What follows belongs to an exercise in optimizing a design on an open flow for small area and a short achievable clock period; a production flow would make more cautious choices. The RTL was checked by simulation tests, not by an equivalence proof against the original design. Power figures rest on the tool's default switching activity, not on a simulated workload.

## boot_rom
module boot_rom (
  input  logic             clk,
  input  logic             rst_n,
  input  logic             clken,
  input  imem_pkg::iaddr_t fetch_addr,
  output imem_pkg::instr_t instruction,
  output logic             ready,
  input  logic             spi_miso,
  output logic             spi_cs,
  output logic             spi_sclk,
  output logic             spi_mosi
);
==> flow/config.mk <==
export PLATFORM = sky130hd
export DESIGN_NAME = boot_rom
export DESIGN_NICKNAME = boot_rom
export VERILOG_FILES = /design/flow/design.v
export SDC_FILE = /design/flow/constraint.sdc
export NUM_CORES = 4
export LEC_CHECK = 0
export CAP_MARGIN = 20
export CORE_MARGIN = 2
export CORE_UTILIZATION = 75
export CTS_CLUSTER_DIAMETER = 100
export CTS_CLUSTER_SIZE = 30
export SETUP_SLACK_MARGIN = 2.0
export SLEW_MARGIN = 20
export SYNTH_HIERARCHICAL = 1
export TNS_END_PERCENT = 10
==> flow/constraint.sdc <==
create_clock -name core_clock -period 4.0 [get_ports {clk}]
set_input_delay 0.8000 -clock core_clock [delete_from_list [all_inputs] [get_ports {clk}]]
set_output_delay 0.8000 -clock core_clock [all_outputs]
set_load 0.01 [all_outputs]
run.sh (not shown) runs the stock make flow with config.mk's settings and CLKGATE_MAP_FILE= SYNTH_SCRIPT=/design/flow/synth_recipe.tcl, a recipe that flattens the netlist after the stock synthesis.
Testbench counts at the start, summed over its fixed seeds: boot cycles 51,816.
Rerun with:
Settings changed: CORE_UTILIZATION 75 to 65, TNS_END_PERCENT 10 to default.
Result: Routed wire length rose by 1.1%. Non-clock buffer count rose by 32. Final cell count came out higher by about 4%. Synthesized area is unchanged. Clock skew decreases by 0.0038 ns. Synthesized cell count stays the same. Hold slack is about the same. Die area went up by 15%. Flip-flop and latch count stays the same.
Rerun with:
Settings changed: CTS_CLUSTER_DIAMETER 100 to default, CTS_CLUSTER_SIZE 30 to default.
Outcome:
- The new run passed the timing, design-rule and antenna checks
- combinational power grows by a few percent
- design area grows by a few percent
- worst setup slack improves by 0.034 ns

---

## before
boot_rom, a different RTL version from the one above (not shown whole).
Size: about 2100 cells after synthesis, ~1100 flip-flops, ~30 I/O pins.
==> flow/design.v (excerpt) <==
module boot_rom (
  input  logic             clk,
  input  logic             rst_n,
  input  logic             clken,
  input  imem_pkg::iaddr_t fetch_addr,
  output imem_pkg::instr_t instruction,
  output logic             ready,
  input  logic             spi_miso,
  output logic             spi_cs,
  output logic             spi_sclk,
  output logic             spi_mosi
);
clock: 4.0 ns
lec_check: 0
cap_margin: 20
core_margin: 2
core_utilization: 65
cts_cluster_diameter: 100
cts_cluster_size: 30
gpl_routability_driven: 0
place_density: 0.75
setup_slack_margin: 2.0
slew_margin: 20
synth_hierarchical: 1
tns_end_percent: 10
Testbench counts of before, summed over its fixed seeds: boot cycles 51,816.
Relative to before, the following input files were edited for after:
Settings: removing GPL_ROUTABILITY_DRIVEN (formerly 0); changing SETUP_SLACK_MARGIN from 2.0 to 1.8.
Findings:
When the final numbers for after and before were put side by side, the length of routed met3 wiring turned out to be smaller in after. Diff before -> after: fraction of power spent switching nets dropped 0.57 points; power consumed by the clock network shrank by about 0.8%; data arrival time of the critical path went down 1.10 ns; total number of vias now smaller. Compared with before, post-layout instance area in after decreased by a few percent. after synthesis and placement, the instance count of after is below that of before. before has a higher overall fraction of global-route tracks in use than after. Total power of the final layout went down slightly going from before to after.

---

== v37 ==
boot_rom again, from the RTL that the note above started with.
// boot_rom
module boot_rom (
  input  logic             clk,
  input  logic             rst_n,
  input  logic             clken,
  input  imem_pkg::iaddr_t fetch_addr,
  output imem_pkg::instr_t instruction,
  output logic             ready,
  input  logic             spi_miso,
  output logic             spi_cs,
  output logic             spi_sclk,
  output logic             spi_mosi
);
  localparam logic [5:0] PHASE0 = 6'd46;
  imem_pkg::iaddr_t phase, phase_n;
  logic [3:0]       dlo, dhi;
  logic [2:0]       a_lo, a_hi;
  logic [7:0]       sel_lo, sel_hi, hi0, late;
  logic             take;
  logic             hold;
  logic             ins;
  logic [3:0]       bit_j;
  assign a_lo = fetch_addr[3:1];
  assign a_hi = {fetch_addr[0], fetch_addr[5:4]};
  assign phase_n = !rst_n ? PHASE0 : phase + 6'd1;
  function automatic logic [3:0] diff_bits(input logic [2:0] p);
    diff_bits = {p[2] ^ (p[1:0] != 2'd3), p[2] ^ !p[1], p[2] ^ (p[1:0] == 2'd0), p[1] ^ !p[0]};
  endfunction
  always_ff @(posedge clk) begin
    phase <= phase_n;
    dlo   <= diff_bits(phase_n[2:0]);
    dhi   <= diff_bits(phase_n[5:3]);
    for (int x = 1; x < 8; x++) begin
      late[x] <= (3'(x) > phase_n[2:0]);    
    end
  end
  assign late[0] = 1'b0;
  imem_addr_dec u_dec (
    .a_lo  (a_lo),
    .a_hi  (a_hi),
    .phase (phase),
    .dlo   (dlo),
    .dhi   (dhi),
    .late  (late),
    .take  (take),
  ...
==> flow/config.mk <==
export PLATFORM = sky130hd
export DESIGN_NAME = boot_rom
export DESIGN_NICKNAME = boot_rom
export VERILOG_FILES = /design/flow/design.v
export SDC_FILE = /design/flow/constraint.sdc
export NUM_CORES = 4
export LEC_CHECK = 0
export CAP_MARGIN = 20
export CORE_MARGIN = 2
export CORE_UTILIZATION = 65
export CTS_CLUSTER_DIAMETER = 100
export CTS_CLUSTER_SIZE = 30
export PLACE_DENSITY = 0.9
export SETUP_SLACK_MARGIN = 2.0
export SLEW_MARGIN = 20
export SYNTH_HIERARCHICAL = 1
export TNS_END_PERCENT = 10
==> flow/constraint.sdc <==
create_clock -name core_clock -period 4.0 [get_ports {clk}]
set_input_delay 0.8000 -clock core_clock [delete_from_list [all_inputs] [get_ports {clk}]]
set_output_delay 0.8000 -clock core_clock [all_outputs]
set_load 0.01 [all_outputs]
v37: all stages complete, timing, DRC and antenna checks passed
Testbench counts of v37, summed over its fixed seeds: boot cycles 51,816.
For v6, these inputs were changed with respect to v37:
# v37
export LEC_CHECK = 0
export CAP_MARGIN = 20
export CORE_MARGIN = 2
export CORE_UTILIZATION = 65
export CTS_CLUSTER_DIAMETER = 100
export CTS_CLUSTER_SIZE = 30
export PLACE_DENSITY = 0.9
export SETUP_SLACK_MARGIN = 2.0
export SLEW_MARGIN = 20
export SYNTH_HIERARCHICAL = 1
export TNS_END_PERCENT = 10
create_clock -name core_clock -period 4.0 [get_ports {clk}]
# v6
export LEC_CHECK = 0
export CAP_MARGIN = 20
export CORE_MARGIN = 2
export CORE_UTILIZATION = 65
export CTS_CLUSTER_DIAMETER = 100
export CTS_CLUSTER_SIZE = 30
export PLACE_DENSITY = 0.8
export SETUP_SLACK_MARGIN = 2.0
export SLEW_MARGIN = 20
export SYNTH_HIERARCHICAL = 1
export TNS_END_PERCENT = 10
create_clock -name core_clock -period 4.0 [get_ports {clk}]
[summary]
Between v37 and v6, worst path buffer plus inverter count increased.
On leakage power summed over all cells, the lower figure sits with v6, not v37.
Looking at critical path data arrival time, v6 sits 0.13 ns lower than v37 does.
[v6] initial antenna violation count fell 2 relative to v37
Compared to v37, the routing of v6 uses less wire.
For v37, the category of the most critical setup path was reg2reg, unlike v6, where it was in2reg.
v37 → v6: post-route cell area lost about 1.2%, met1 wire length lost 1.3%, overall power consumption lost 180 uW.
diff inputs: v6 => v30
# v6
export LEC_CHECK = 0
export CAP_MARGIN = 20
export CORE_MARGIN = 2
export CORE_UTILIZATION = 65
export CTS_CLUSTER_DIAMETER = 100
export CTS_CLUSTER_SIZE = 30
export PLACE_DENSITY = 0.8
export SETUP_SLACK_MARGIN = 2.0
export SLEW_MARGIN = 20
export SYNTH_HIERARCHICAL = 1
export TNS_END_PERCENT = 10
create_clock -name core_clock -period 4.0 [get_ports {clk}]
# v30
export LEC_CHECK = 0
export CAP_MARGIN = 20
export CORE_MARGIN = 2
export CORE_UTILIZATION = 65
export CTS_CLUSTER_DIAMETER = 100
export CTS_CLUSTER_SIZE = 30
export PLACE_DENSITY = 0.7
export SETUP_SLACK_MARGIN = 2.0
export SLEW_MARGIN = 20
export SYNTH_HIERARCHICAL = 1
export TNS_END_PERCENT = 10
create_clock -name core_clock -period 4.0 [get_ports {clk}]
==> run summary <==
Worst-case vdd ir drop (v30 / v6): 1.5. | DRC violation total after the first TritonRoute iteration | v6 vs v30 | ≈ equal |. v30 vs. v6: portion of total power attributed to combinational logic shows an increase of 1.1 points, net load switching power now larger, final worst-path setup slack now larger, sequential share of layout area fell 1.3 points. Compared with v6, v30 ends up with more cell area.
[inputs] v55 vs v30
# v30
export LEC_CHECK = 0
export CAP_MARGIN = 20
export CORE_MARGIN = 2
export CORE_UTILIZATION = 65
export CTS_CLUSTER_DIAMETER = 100
export CTS_CLUSTER_SIZE = 30
export PLACE_DENSITY = 0.7
export SETUP_SLACK_MARGIN = 2.0
export SLEW_MARGIN = 20
export SYNTH_HIERARCHICAL = 1
export TNS_END_PERCENT = 10
create_clock -name core_clock -period 4.0 [get_ports {clk}]
# v55
export LEC_CHECK = 0
export CAP_MARGIN = 20
export CORE_MARGIN = 2
export CORE_UTILIZATION = 65
export CTS_CLUSTER_DIAMETER = 100
export CTS_CLUSTER_SIZE = 26
export PLACE_DENSITY = 0.75
export SETUP_SLACK_MARGIN = 2.0
export SLEW_MARGIN = 20
export SYNTH_HIERARCHICAL = 1
export TNS_END_PERCENT = 10
create_clock -name core_clock -period 4.0 [get_ports {clk}]
Notes after the runs:
- Summary of v55 over v30: clock-pin slew reported for the worst setup and hold paths after clock tree synthesis level; hold slack moved up.
- Power per standard cell area: v30 and v55 compared, higher one is v55
- The post-CTS setup repair buffer count in v30 is 1.10 times that in v55.
- Changes observed in v55 relative to v30: clock network area share now sits higher; detailed-route via count increased by 118 relative to the old numbers; chip width flat; worst path arrival time decreased 0.05 ns; design area shows a reduction of 0.57%.
- v55 did not stop at any stage, and its layout met the timing, design-rule and antenna checks.
- Worst setup margin ended up 0.040 ns higher on v55 than on v30.

---

boot_rom with an RTL version that a note above also has.
Size in the first run: roughly 2100 cells after synthesis, ~1100 flip-flops, roughly 30 I/O pins, roughly 29000 um2 of cells after synthesis.
Settings: LEC_CHECK=0, CAP_MARGIN=20, CORE_MARGIN=2, CORE_UTILIZATION=65, CTS_CLUSTER_DIAMETER=100, CTS_CLUSTER_SIZE=30, SETUP_SLACK_MARGIN=2.0, SLEW_MARGIN=20, SYNTH_HIERARCHICAL=1, TNS_END_PERCENT=3; clock period 4.0 ns.
Testbench counts at the start, summed over its fixed seeds: boot cycles 51,816.
Edit:
--- a/flow/config.mk
+++ b/flow/config.mk
@@ -16 +16 @@
-export TNS_END_PERCENT = 3
+export TNS_END_PERCENT = 10
After rerunning:
- final cell count hardly moves
- register-to-register slack barely changes
- global-route usage barely changes
- worst setup slack loses 0.0056 ns
- fmax stays flat
- design area barely changes
- wire length is about the same
- clock-buffer cell count stays the same
- sequential share of layout area hardly moves
- synthesized area does not change

## port drivers added, routing unchanged
No port has a modelled driver above. Below, the same layouts with a new extraction and two added sets of constraints.
Step 1 sets driving cells, clkbuf_16 on the clock port and buf_2 on the other inputs (assumed; they add their load-dependent delay and slew).
Step 2 adds t to the input delays and takes it off the output delays; t is the mean of the earliest and latest rising clock arrival at the registers after step 1. Input paths then give back, and output paths get back, about the clock's delay inside the block.
Three values: ideal ports, drivers, drivers and shift; two values: the first two.
| run | t, ns | setup slack, ns | worst setup path after step 2 | latest minus earliest clock arrival (ns) | slew at the worst register clock pin (ns) |
|---|---|---|---|---|---|
| the first run of note 1 | 0.653 | 1.610 / 1.610 / 1.002 | input to register | 0.037 / 0.037 | 0.11 / 0.11 |
| the second run of note 1 | 0.661 | 1.686 / 1.707 / 1.060 | input to register | 0.042 / 0.042 | 0.11 / 0.11 |
| the third run of note 1 | 0.691 | 1.721 / 1.741 / 1.062 | input to register | 0.018 / 0.018 | 0.07 / 0.07 |
| before | 0.657 | 1.805 / 1.805 / 1.191 | input to register | 0.045 / 0.045 | 0.11 / 0.11 |
| after | 0.650 | 1.629 / 1.574 / 1.104 | input to register | 0.042 / 0.042 | 0.11 / 0.11 |
| v37 | 0.661 | 1.544 / 1.544 / 0.898 | input to register | 0.031 / 0.031 | 0.11 / 0.11 |
| v6 | 0.656 | 1.663 / 1.685 / 1.029 | input to register | 0.036 / 0.036 | 0.11 / 0.11 |
| v30 | 0.663 | 1.773 / 1.775 / 1.112 | input to register | 0.037 / 0.037 | 0.11 / 0.11 |
| v55 | 0.667 | 1.813 / 1.816 / 1.162 | input to register | 0.023 / 0.023 | 0.10 / 0.10 |
| the first run of note 4 | 0.665 | 1.732 / 1.742 / 1.102 | input to register | 0.031 / 0.031 | 0.12 / 0.12 |
| the second run of note 4 | 0.664 | 1.726 / 1.739 / 1.097 | input to register | 0.036 / 0.036 | 0.12 / 0.12 |
After both steps setup and hold are still met in every run listed. For v30, which loses most, drivers alone change the setup slack by +0.002 ns; drivers and shift together by -0.661 ns.
